This design comes from an exercise in tuning for small area and a short achievable clock period on the open sky130 flow, not from production work.
The RTL was checked by simulation tests, not by an equivalence proof against the original design.

Setup of maple:
==> module fifo_dual_port_ram, before the edit <==
module fifo_dual_port_ram #(
    parameter int DATA_W = 32,
    parameter int ADDR_W = 6
) (
    input  logic              clk,
    input  logic              wen,
    input  logic [ADDR_W-1:0] waddr,
    input  logic [DATA_W-1:0] wdata,
    input  logic [(1<<ADDR_W)-1:0] rsel,
    input  logic                   ren,
    output logic [DATA_W-1:0] rdata
);
    localparam int DEPTH = 1 << ADDR_W;
    logic [DEPTH-1:0][DATA_W-1:0] store;
    logic [DEPTH-1:0]             wsel;
    always_comb begin
        for (int i = 0; i < DEPTH; i++) begin
            wsel[i] = wen && (waddr == ADDR_W'(i));
        end
    end
    for (genvar i = 0; i < DEPTH; i++) begin : g_word
        always_ff @(posedge clk) begin
            if (wsel[i]) begin
                store[i] <= wdata;
            end
        end
    end
    always_comb begin
        rdata = '0;
        for (int i = 0; i < DEPTH; i++) begin
            rdata = rdata | (store[i] & {DATA_W{rsel[i] & ren}});
        end
    end
endmodule
==> module fifo_read_ctrl, before the edit <==
module fifo_read_ctrl #(
    parameter int DATA_W = 32,
    parameter int ADDR_W = 6
) (
    input  logic                   clk,
    input  logic                   rst_n,
    input  logic                   rinc,
    input  logic                   wr_acc_d2,
    output logic [DATA_W-1:0]      rdata,
    output logic                   rempty,
    output logic                   rd_accept,
    output logic [(1<<ADDR_W)-1:0] mem_sel,
    input  logic [DATA_W-1:0]      mem_data
);
    localparam int CNT_W = ADDR_W + 1;
    logic [CNT_W-1:0] cnt;
    logic             empty_if_hold;
    logic             empty_if_inc;
    assign rd_accept = rinc & ~rempty;
    assign empty_if_hold = (cnt == '0);
    assign empty_if_inc  = (cnt == CNT_W'(1));
    always_ff @(posedge clk or negedge rst_n) begin
        if (!rst_n) begin
            mem_sel <= (1<<ADDR_W)'(1);
        end else if (rd_accept) begin
            mem_sel <= {mem_sel[(1<<ADDR_W)-2:0], mem_sel[(1<<ADDR_W)-1]};
        end
    end
    always_ff @(posedge clk or negedge rst_n) begin
        if (!rst_n) begin
            cnt    <= '0;
            rempty <= 1'b1;
        end else begin
            cnt    <= cnt + CNT_W'(wr_acc_d2) - CNT_W'(rd_accept);
            rempty <= rd_accept ? empty_if_inc : empty_if_hold;
        end
    end
    always_ff @(posedge clk or negedge rst_n) begin
        if (!rst_n) begin
            rdata <= '0;
        end else begin
            rdata <= mem_data | (rdata & {DATA_W{~rd_accept}});
        end
    end
endmodule
==> module async_fifo, before the edit <==
module async_fifo #(
    parameter int DATA_W = 32,
    parameter int ADDR_W = 6
) (
    input  logic              clk,
    input  logic              rst_n,
    input  logic              winc,
    input  logic [DATA_W-1:0] wdata,
    output logic              wfull,
    input  logic              rinc,
    output logic [DATA_W-1:0] rdata,
    output logic              rempty
);
    logic                   wr_en;
    logic [ADDR_W-1:0]      wr_addr;
    logic                   wr_en_d2;
    logic                   rd_en;
    logic                   rd_en_d2;
    logic [(1<<ADDR_W)-1:0] rd_sel;
    logic [DATA_W-1:0]      rd_data;
    fifo_write_ctrl #(.ADDR_W(ADDR_W)) u_write_ctrl (
        .clk       (clk),
        .rst_n     (rst_n),
        .winc      (winc),
        .rd_acc_d2 (rd_en_d2),
        .wfull     (wfull),
        .mem_en    (wr_en),
        .mem_addr  (wr_addr)
    );
    fifo_ptr_sync #(.PTR_W(1)) u_wacc_sync (
        .clk     (clk),
        .rst_n   (rst_n),
        .ptr_in  (wr_en),
        .ptr_out (wr_en_d2)
    );
    fifo_ptr_sync #(.PTR_W(1)) u_racc_sync (
        .clk     (clk),
        .rst_n   (rst_n),
        .ptr_in  (rd_en),
        .ptr_out (rd_en_d2)
    );
    fifo_dual_port_ram #(
        .DATA_W (DATA_W),
        .ADDR_W (ADDR_W)
    ) u_ram (
        .clk   (clk),
        .wen   (wr_en),
        .waddr (wr_addr),
        .wdata (wdata),
        .rsel  (rd_sel),
        .ren   (rd_en),
        .rdata (rd_data)
    );
    fifo_read_ctrl #(
        .DATA_W (DATA_W),
        .ADDR_W (ADDR_W)
    ) u_read_ctrl (
        .clk       (clk),
        .rst_n     (rst_n),
        .rinc      (rinc),
        .wr_acc_d2 (wr_en_d2),
        .rdata     (rdata),
        .rempty    (rempty),
        .rd_accept (rd_en),
        .mem_sel   (rd_sel),
        .mem_data  (rd_data)
    );
endmodule
Settings: LEC_CHECK=0, CAP_MARGIN=20, CORE_MARGIN=2, CORE_UTILIZATION=45, CTS_CLUSTER_DIAMETER=80, CTS_CLUSTER_SIZE=20, SETUP_SLACK_MARGIN=2.3, SLEW_MARGIN=20; clock period 4.5 ns.
standard.sh (not shown) runs the stock make flow with config.mk's settings and CLKGATE_MAP_FILE= SYNTH_SCRIPT=/design/flow/synth_recipe.tcl, a recipe that flattens the netlist after the stock synthesis.
==> flow/flow/run.sh <==
#!/bin/bash
# The standard layout, with the data pins placed in fixed pairs (wdata[b] next to
# rdata[b], eight bits per die edge) so each bit's storage slice sits by its own pins.
# The control pins are left to the pin placer. Every tool's output goes to flow.log here;
# ORFS also keeps its per-step logs under orfs/logs.
set -euo pipefail
cd "$(dirname "${BASH_SOURCE[0]}")/.."
bash standard.sh IO_CONSTRAINTS="$PWD/flow/io.tcl" finish > flow.log 2>&1
==> flow/flow/io.tcl <==
# data pins only: each bit's write and read pins side by side, 8 bits per edge;
# the control pins are left to the pin placer
set block [ord::get_db_block]
set die [$block getDieArea]
set W [expr {[$die xMax] / 1000.0}]
set H [expr {[$die yMax] / 1000.0}]
set bit 0
for {set e 0} {$e < 4} {incr e} {
  set slots {}
  for {set k 0} {$k < 8} {incr k} { lappend slots "wdata\[$bit\]" "rdata\[$bit\]"; incr bit }
  set n [llength $slots]
  for {set i 0} {$i < $n} {incr i} {
    # pairs spread evenly along the edge, the two pins of a pair 3 um apart
    set pair [expr {$i / 2}]
    set f [expr {($pair + 0.5) / 8.0}]
    set off [expr {($i % 2) * 3.0}]
    set p [lindex $slots $i]
    switch $e {
      0 { place_pin -pin_name $p -layer met2 -location [list [expr {$f * $W + $off}] 0] -pin_size {0.14 0.485} -force_to_die_boundary }
      1 { place_pin -pin_name $p -layer met3 -location [list $W [expr {$f * $H + $off}]] -pin_size {0.8 0.3} -force_to_die_boundary }
      2 { place_pin -pin_name $p -layer met2 -location [list [expr {(1 - $f) * $W - $off}] $H] -pin_size {0.14 0.485} -force_to_die_boundary }
      3 { place_pin -pin_name $p -layer met3 -location [list 0 [expr {(1 - $f) * $H - $off}]] -pin_size {0.8 0.3} -force_to_die_boundary }
    }
  }
}
diff inputs: maple => fjord
--- a/flow/design.v
+++ b/flow/design.v
@@ -28,6 +28,7 @@
     input  logic [ADDR_W-1:0] waddr,
     input  logic [DATA_W-1:0] wdata,
     input  logic [(1<<ADDR_W)-1:0] rsel,
+    input  logic [(1<<ADDR_W)-1:0] rsel_hi,
     input  logic                   ren,
     output logic [DATA_W-1:0] rdata
 );
@@ -49,7 +50,10 @@
     always_comb begin
         rdata = '0;
         for (int i = 0; i < DEPTH; i++) begin
-            rdata = rdata | (store[i] & {DATA_W{rsel[i] & ren}});
+            rdata[DATA_W/2-1:0] = rdata[DATA_W/2-1:0]
+                                  | (store[i][DATA_W/2-1:0] & {(DATA_W/2){rsel[i] & ren}});
+            rdata[DATA_W-1:DATA_W/2] = rdata[DATA_W-1:DATA_W/2]
+                                     | (store[i][DATA_W-1:DATA_W/2] & {(DATA_W/2){rsel_hi[i] & ren}});
         end
     end
 endmodule
@@ -102,13 +106,15 @@
     output logic                   rempty,
     output logic                   rd_accept,
     output logic [(1<<ADDR_W)-1:0] mem_sel,
+    output logic [(1<<ADDR_W)-1:0] mem_sel_hi,
     input  logic [DATA_W-1:0]      mem_data
 );
     localparam int CNT_W = ADDR_W + 1;
     logic [CNT_W-1:0] cnt;
     logic             empty_if_hold;
     logic             empty_if_inc;
-    assign rd_accept = rinc & ~rempty;
+    logic             nonempty;
+    assign rd_accept = rinc & nonempty;
     assign empty_if_hold = (cnt == '0);
     assign empty_if_inc  = (cnt == CNT_W'(1));
     always_ff @(posedge clk or negedge rst_n) begin
@@ -120,13 +126,21 @@
     end
     always_ff @(posedge clk or negedge rst_n) begin
         if (!rst_n) begin
-            cnt    <= '0;
-            rempty <= 1'b1;
-        end else begin
-            cnt    <= cnt + CNT_W'(wr_acc_d2) - CNT_W'(rd_accept);
-            rempty <= rd_accept ? empty_if_inc : empty_if_hold;
-        end
-    end
+            mem_sel_hi <= (1<<ADDR_W)'(1);
+        end else if (rd_accept) begin
+            mem_sel_hi <= {mem_sel_hi[(1<<ADDR_W)-2:0], mem_sel_hi[(1<<ADDR_W)-1]};
+        end
+    end
+    always_ff @(posedge clk or negedge rst_n) begin
+        if (!rst_n) begin
+            cnt      <= '0;
+            nonempty <= 1'b0;
+        end else begin
+            cnt      <= cnt + CNT_W'(wr_acc_d2) - CNT_W'(rd_accept);
+            nonempty <= rd_accept ? !empty_if_inc : !empty_if_hold;
+        end
+    end
+    assign rempty = ~nonempty;
     always_ff @(posedge clk or negedge rst_n) begin
         if (!rst_n) begin
             rdata <= '0;
@@ -155,6 +169,7 @@
     logic                   rd_en;
     logic                   rd_en_d2;
     logic [(1<<ADDR_W)-1:0] rd_sel;
+    logic [(1<<ADDR_W)-1:0] rd_sel_hi;
     logic [DATA_W-1:0]      rd_data;
     fifo_write_ctrl #(.ADDR_W(ADDR_W)) u_write_ctrl (
         .clk       (clk),
@@ -185,7 +200,8 @@
         .wen   (wr_en),
         .waddr (wr_addr),
         .wdata (wdata),
-        .rsel  (rd_sel),
+        .rsel    (rd_sel),
+        .rsel_hi (rd_sel_hi),
         .ren   (rd_en),
         .rdata (rd_data)
     );
@@ -200,7 +216,8 @@
         .rdata     (rdata),
         .rempty    (rempty),
         .rd_accept (rd_en),
-        .mem_sel   (rd_sel),
+        .mem_sel    (rd_sel),
+        .mem_sel_hi (rd_sel_hi),
         .mem_data  (rd_data)
     );
 endmodule
[summary]
- Per the final summary, fjord finished and its layout is clean on timing, DRC and antenna.
- Overall routed net length for fjord: about 2.7% down relative to maple
- Relative slew slack was higher in fjord than in maple.
- Met1 capacity usage during global routing in fjord vs maple: down 2.7 points
- fjord: setup slack is 37 ps higher than what maple reported.
- Compared with maple, in fjord multi-input gate area in the final layout picked up an extra 2.6%, post-route fraction of the period consumed by the critical path lost 0.83 points, cell count picked up an extra about 4%.

## port drivers added, routing unchanged
Ports are ideal in the flow. The routed layouts listed here were re-timed in OpenROAD.
Step 1 sets driving cells, clkbuf_16 on the clock port and buf_2 on the other inputs (assumed; they add their load-dependent delay and slew).
Step 2 also shifts input and output timing later by t, the mid clock arrival at the registers, as if the neighbouring blocks saw the same clock.
a / b / c = ideal ports / drivers / drivers and shift; a / b = the first two.
| run | t, ns | setup WS [ns] | hold slack, ns | worst slew at a driven data input, ns | pins driven straight from the clock port |
|---|---|---|---|---|---|
| maple | 0.868 | 2.085 / 2.007 / 1.576 | 0.033 / -0.007 / 0.366 | 0.05 | 1 |
| fjord | 0.895 | 2.122 / 2.031 / 1.425 | 0.148 / 0.105 / 0.378 | 0.07 | 1 |
After both steps setup and hold are still met in every run listed. The setup slack of fjord, which loses most, moves by -0.091 ns with the drivers and by -0.697 ns with both steps.
